From an optimization exercise on the open Yosys and OpenROAD flow, aimed at small area, a short achievable clock period and few clock cycles; shortcuts taken in it are not production practice.
The RTL was checked by simulation tests, not by an equivalence proof against the original design.
No activity file was given, so power comes from the tool's default toggle rates.

run A:
// cpu_top
module cpu_top (
	input logic CLK,
	input logic nRST,
	output logic mem_ren,
	output logic mem_wen,
	output logic [31:0] mem_addr,
	output logic [31:0] mem_store,
	input logic [31:0] mem_load,
	input logic mem_ready,
	output logic halt
);
	localparam logic [5:0] OP_RTYPE = 6'h00;
	localparam logic [5:0] OP_BEQ = 6'h04;
	localparam logic [5:0] OP_ADDIU = 6'h09;
	localparam logic [5:0] OP_LW = 6'h23;
	localparam logic [5:0] OP_SW = 6'h2b;
	localparam logic [5:0] OP_HALT = 6'h3f;
	localparam logic [5:0] FN_ADDU = 6'h21;
	localparam logic [5:0] FN_SUBU = 6'h23;
	localparam logic [5:0] FN_AND = 6'h24;
	localparam logic [5:0] FN_OR = 6'h25;
	localparam logic [5:0] FN_SLT = 6'h2a;
	logic [31:2] fa;           
	logic fgo;                 
	logic squash;              
	logic [31:0] ir;
	logic ir_valid;
	logic [31:1] rs_oh, rt_oh;
	logic dpend;               
	logic dact;                
	logic dwe;
	logic [31:0] daddr, sdata;
  ...
Size: about 4500 cells after synthesis, roughly 1300 flip-flops, roughly 100 I/O pins, roughly 59000 µm² of cells after synthesis.
==> flow/config.mk <==
export PLATFORM = sky130hd
export DESIGN_NAME = cpu_top
export DESIGN_NICKNAME = cpu_top
export VERILOG_FILES = /design/flow/design.v
export SDC_FILE = /design/flow/constraint.sdc
export NUM_CORES = 4
export LEC_CHECK = 0
export CAP_MARGIN = 40
export CELL_PAD_IN_SITES_DETAIL_PLACEMENT = 1
export CELL_PAD_IN_SITES_GLOBAL_PLACEMENT = 2
export CORE_MARGIN = 2
export CORE_UTILIZATION = 25
export CTS_CLUSTER_DIAMETER = 80
export CTS_CLUSTER_SIZE = 30
export PLACE_DENSITY = 0.5
export SETUP_SLACK_MARGIN = 5
export SLEW_MARGIN = 20
export TNS_END_PERCENT = 10
==> flow/constraint.sdc <==
create_clock -name core_clock -period 10.0 [get_ports {CLK}]
set_input_delay 2.0000 -clock core_clock [delete_from_list [all_inputs] [get_ports {CLK}]]
set_output_delay 2.0000 -clock core_clock [all_outputs]
set_load 0.01 [all_outputs]
run.sh (not shown) runs the stock make flow with config.mk's settings and CLKGATE_MAP_FILE= SYNTH_SCRIPT=/design/flow/synth_recipe.tcl, a recipe that flattens the netlist after the stock synthesis.
Testbench counts of run A, summed over its fixed seeds: cycles 46,604.
The inputs of run B differ from those of run A as listed below.
# run A
export LEC_CHECK = 0
export CAP_MARGIN = 40
export CELL_PAD_IN_SITES_DETAIL_PLACEMENT = 1
export CELL_PAD_IN_SITES_GLOBAL_PLACEMENT = 2
export CORE_MARGIN = 2
export CORE_UTILIZATION = 25
export CTS_CLUSTER_DIAMETER = 80
export CTS_CLUSTER_SIZE = 30
export PLACE_DENSITY = 0.5
export SETUP_SLACK_MARGIN = 5
export SLEW_MARGIN = 20
export TNS_END_PERCENT = 10
create_clock -name core_clock -period 10.0 [get_ports {CLK}]
# run B
export LEC_CHECK = 0
export CAP_MARGIN = 10
export CELL_PAD_IN_SITES_DETAIL_PLACEMENT = 1
export CELL_PAD_IN_SITES_GLOBAL_PLACEMENT = 2
export CORE_MARGIN = 2
export CORE_UTILIZATION = 25
export PLACE_DENSITY = 0.5
export SETUP_SLACK_MARGIN = 5
export SLEW_MARGIN = 10
export TNS_END_PERCENT = 10
create_clock -name core_clock -period 10.0 [get_ports {CLK}]
==> comparison <==
Layout cell share with drive strength beyond 1 delta for run B relative to run A: 0.44 points higher. Between run B and run A, the met2 layer wire length in the routed design does not differ in any meaningful way. u_rf.vld[11] as the launch point of the critical path was reported by run A, and rs_oh[11] by run B. Number of distinct library cells after synthesis: run B vs run A identical. Going from run A to run B, the met3 wire length was found to have gone up by about 3.3%. Run B and run A ended up with nearly the same global-route met2 utilization.
#### Input delta (run C over run B)
# run B
export LEC_CHECK = 0
export CAP_MARGIN = 10
export CELL_PAD_IN_SITES_DETAIL_PLACEMENT = 1
export CELL_PAD_IN_SITES_GLOBAL_PLACEMENT = 2
export CORE_MARGIN = 2
export CORE_UTILIZATION = 25
export PLACE_DENSITY = 0.5
export SETUP_SLACK_MARGIN = 5
export SLEW_MARGIN = 10
export TNS_END_PERCENT = 10
create_clock -name core_clock -period 10.0 [get_ports {CLK}]
# run C
export LEC_CHECK = 0
export CAP_MARGIN = 40
export CELL_PAD_IN_SITES_DETAIL_PLACEMENT = 1
export CELL_PAD_IN_SITES_GLOBAL_PLACEMENT = 2
export CORE_MARGIN = 2
export CORE_UTILIZATION = 25
export CTS_CLUSTER_DIAMETER = 100
export CTS_CLUSTER_SIZE = 22
export PLACE_DENSITY = 0.5
export SETUP_SLACK_MARGIN = 5
export SLEW_MARGIN = 20
export TNS_END_PERCENT = 10
create_clock -name core_clock -period 10.0 [get_ports {CLK}]
==> comparison <==
Run C finished every stage and its layout cleared the timing, design-rule and antenna checks.
In summary, run B completed successfully, with a layout that passed the timing, design-rule and antenna checks.
Run C: proportion of cell area spent on the clock network lower than run B
Diff run C..run B | count of inverters not on the clock network in the layout | unchanged
Against run B, run C comes in 4.3 points lower on relative area change from synthesis to final layout.
Going from run B to run C, via density per instance saw an increase; switching part of the total power saw an increase.
Compared with run B, run C shows a lower total routing resource utilization after global routing.
From run B to run C the numbers moved as follows: total via count after detailed routing down 1.1%; hold slack increased by 9.5 ps relative to the old numbers; layout cell share with drive strength beyond 1 went down 1.8 points.
For run D, these inputs were changed with respect to run C:
# run C
export LEC_CHECK = 0
export CAP_MARGIN = 40
export CELL_PAD_IN_SITES_DETAIL_PLACEMENT = 1
export CELL_PAD_IN_SITES_GLOBAL_PLACEMENT = 2
export CORE_MARGIN = 2
export CORE_UTILIZATION = 25
export CTS_CLUSTER_DIAMETER = 100
export CTS_CLUSTER_SIZE = 22
export PLACE_DENSITY = 0.5
export SETUP_SLACK_MARGIN = 5
export SLEW_MARGIN = 20
export TNS_END_PERCENT = 10
create_clock -name core_clock -period 10.0 [get_ports {CLK}]
# run D
export LEC_CHECK = 0
export ABC_CLOCK_PERIOD_IN_PS = 3500
export CAP_MARGIN = 40
export CELL_PAD_IN_SITES_DETAIL_PLACEMENT = 1
export CELL_PAD_IN_SITES_GLOBAL_PLACEMENT = 2
export CORE_MARGIN = 2
export CORE_UTILIZATION = 25
export PLACE_DENSITY = 0.5
export SETUP_SLACK_MARGIN = 5
export SLEW_MARGIN = 20
create_clock -name core_clock -period 10.0 [get_ports {CLK}]
--- outcome ---
The flow did not stop early for run D: all stages ran, and the layout cleared the timing, design-rule and antenna checks. Compared with run C, in run D final cell count without fillers went up 194; buffering stage count on the worst path with inverters included saw an increase; layout-stage area growth over the synthesis result +6.0 points.
--- input diff run D..run E ---
# run D
export LEC_CHECK = 0
export ABC_CLOCK_PERIOD_IN_PS = 3500
export CAP_MARGIN = 40
export CELL_PAD_IN_SITES_DETAIL_PLACEMENT = 1
export CELL_PAD_IN_SITES_GLOBAL_PLACEMENT = 2
export CORE_MARGIN = 2
export CORE_UTILIZATION = 25
export PLACE_DENSITY = 0.5
export SETUP_SLACK_MARGIN = 5
export SLEW_MARGIN = 20
create_clock -name core_clock -period 10.0 [get_ports {CLK}]
# run E
export LEC_CHECK = 0
export CAP_MARGIN = 40
export CELL_PAD_IN_SITES_DETAIL_PLACEMENT = 1
export CELL_PAD_IN_SITES_GLOBAL_PLACEMENT = 2
export CORE_MARGIN = 2
export CORE_UTILIZATION = 25
export CTS_CLUSTER_DIAMETER = 100
export CTS_CLUSTER_SIZE = 26
export PLACE_DENSITY = 0.5
export SETUP_SLACK_MARGIN = 5
export SLEW_MARGIN = 20
export TNS_END_PERCENT = 10
create_clock -name core_clock -period 10.0 [get_ports {CLK}]
### Flow results
Run comparison: run D launching element of the worst setup path u_rf.vld[10]; run E launching element of the worst setup path rs_oh[22]. On routed length per placed instance: run E sits above run D. Cell leakage power improves in run E relative to run D. Run comparison: run E critical path's slowest cell sky130_fd_sc_hd__edfxtp_1; run D critical path's slowest cell sky130_fd_sc_hd__dfrtp_2. Between run D and run E, the cell count went down.
[inputs] run F vs run E
# run E
export LEC_CHECK = 0
export CAP_MARGIN = 40
export CELL_PAD_IN_SITES_DETAIL_PLACEMENT = 1
export CELL_PAD_IN_SITES_GLOBAL_PLACEMENT = 2
export CORE_MARGIN = 2
export CORE_UTILIZATION = 25
export CTS_CLUSTER_DIAMETER = 100
export CTS_CLUSTER_SIZE = 26
export PLACE_DENSITY = 0.5
export SETUP_SLACK_MARGIN = 5
export SLEW_MARGIN = 20
export TNS_END_PERCENT = 10
create_clock -name core_clock -period 10.0 [get_ports {CLK}]
# run F
export LEC_CHECK = 0
export CAP_MARGIN = 40
export CELL_PAD_IN_SITES_DETAIL_PLACEMENT = 1
export CELL_PAD_IN_SITES_GLOBAL_PLACEMENT = 2
export CORE_MARGIN = 2
export CORE_UTILIZATION = 45
export CTS_BUF_LIST = sky130_fd_sc_hd__clkbuf_4 sky130_fd_sc_hd__clkbuf_8
export PLACE_DENSITY = 0.6
export SETUP_SLACK_MARGIN = 5
export SLEW_MARGIN = 20
create_clock -name core_clock -period 10.0 [get_ports {CLK}]
[summary]
Run E → run F: design area higher; overall power of the completed layout higher; detailed-route vias per instance higher.
Between run F and run E, it is run F whose maximum frequency is lower, by 0.63%.
Run F gives more clock share of power than run E did.

port drivers added, routing unchanged:
In the flow no input, the clock included, has a driving cell. The finished layouts below were timed again as built, in two steps.
Step 1 sets driving cells, clkbuf_16 on the clock port and buf_2 on the other inputs (assumed; they add their load-dependent delay and slew).
Step 2 moves the port delays by t, midway between the first and last clock arrival at a register: inputs arrive t later, outputs are due t later. That takes back most of the time a late clock gives input paths.
a / b / c = ideal / step 1 / step 2; a / b = the first two.
run | t, ns | setup WS [ns] | worst setup path at the end | clock arrival spread, ns | pins driven straight from the clock port
run A | 0.879 | 4.817 / 4.817 / 4.206 | input to register | 0.079 / 0.079 | 1
run B | 0.921 | 4.786 / 4.786 / 4.156 | input to register | 0.024 / 0.024 | 1
run C | 0.841 | 4.772 / 4.772 / 4.126 | input to register | 0.055 / 0.055 | 1
run D | 0.922 | 4.912 / 4.912 / 4.302 | input to register | 0.037 / 0.036 | 1
run E | 0.837 | 4.739 / 4.739 / 4.148 | input to register | 0.070 / 0.070 | 1
run F | 1.046 | 4.705 / 4.705 / 4.225 | input to register | 0.061 / 0.061 | 1
After both steps every run listed still meets setup and hold. For run C, which loses most, drivers alone change the setup slack by 0.000 ns; drivers and shift together by -0.646 ns.
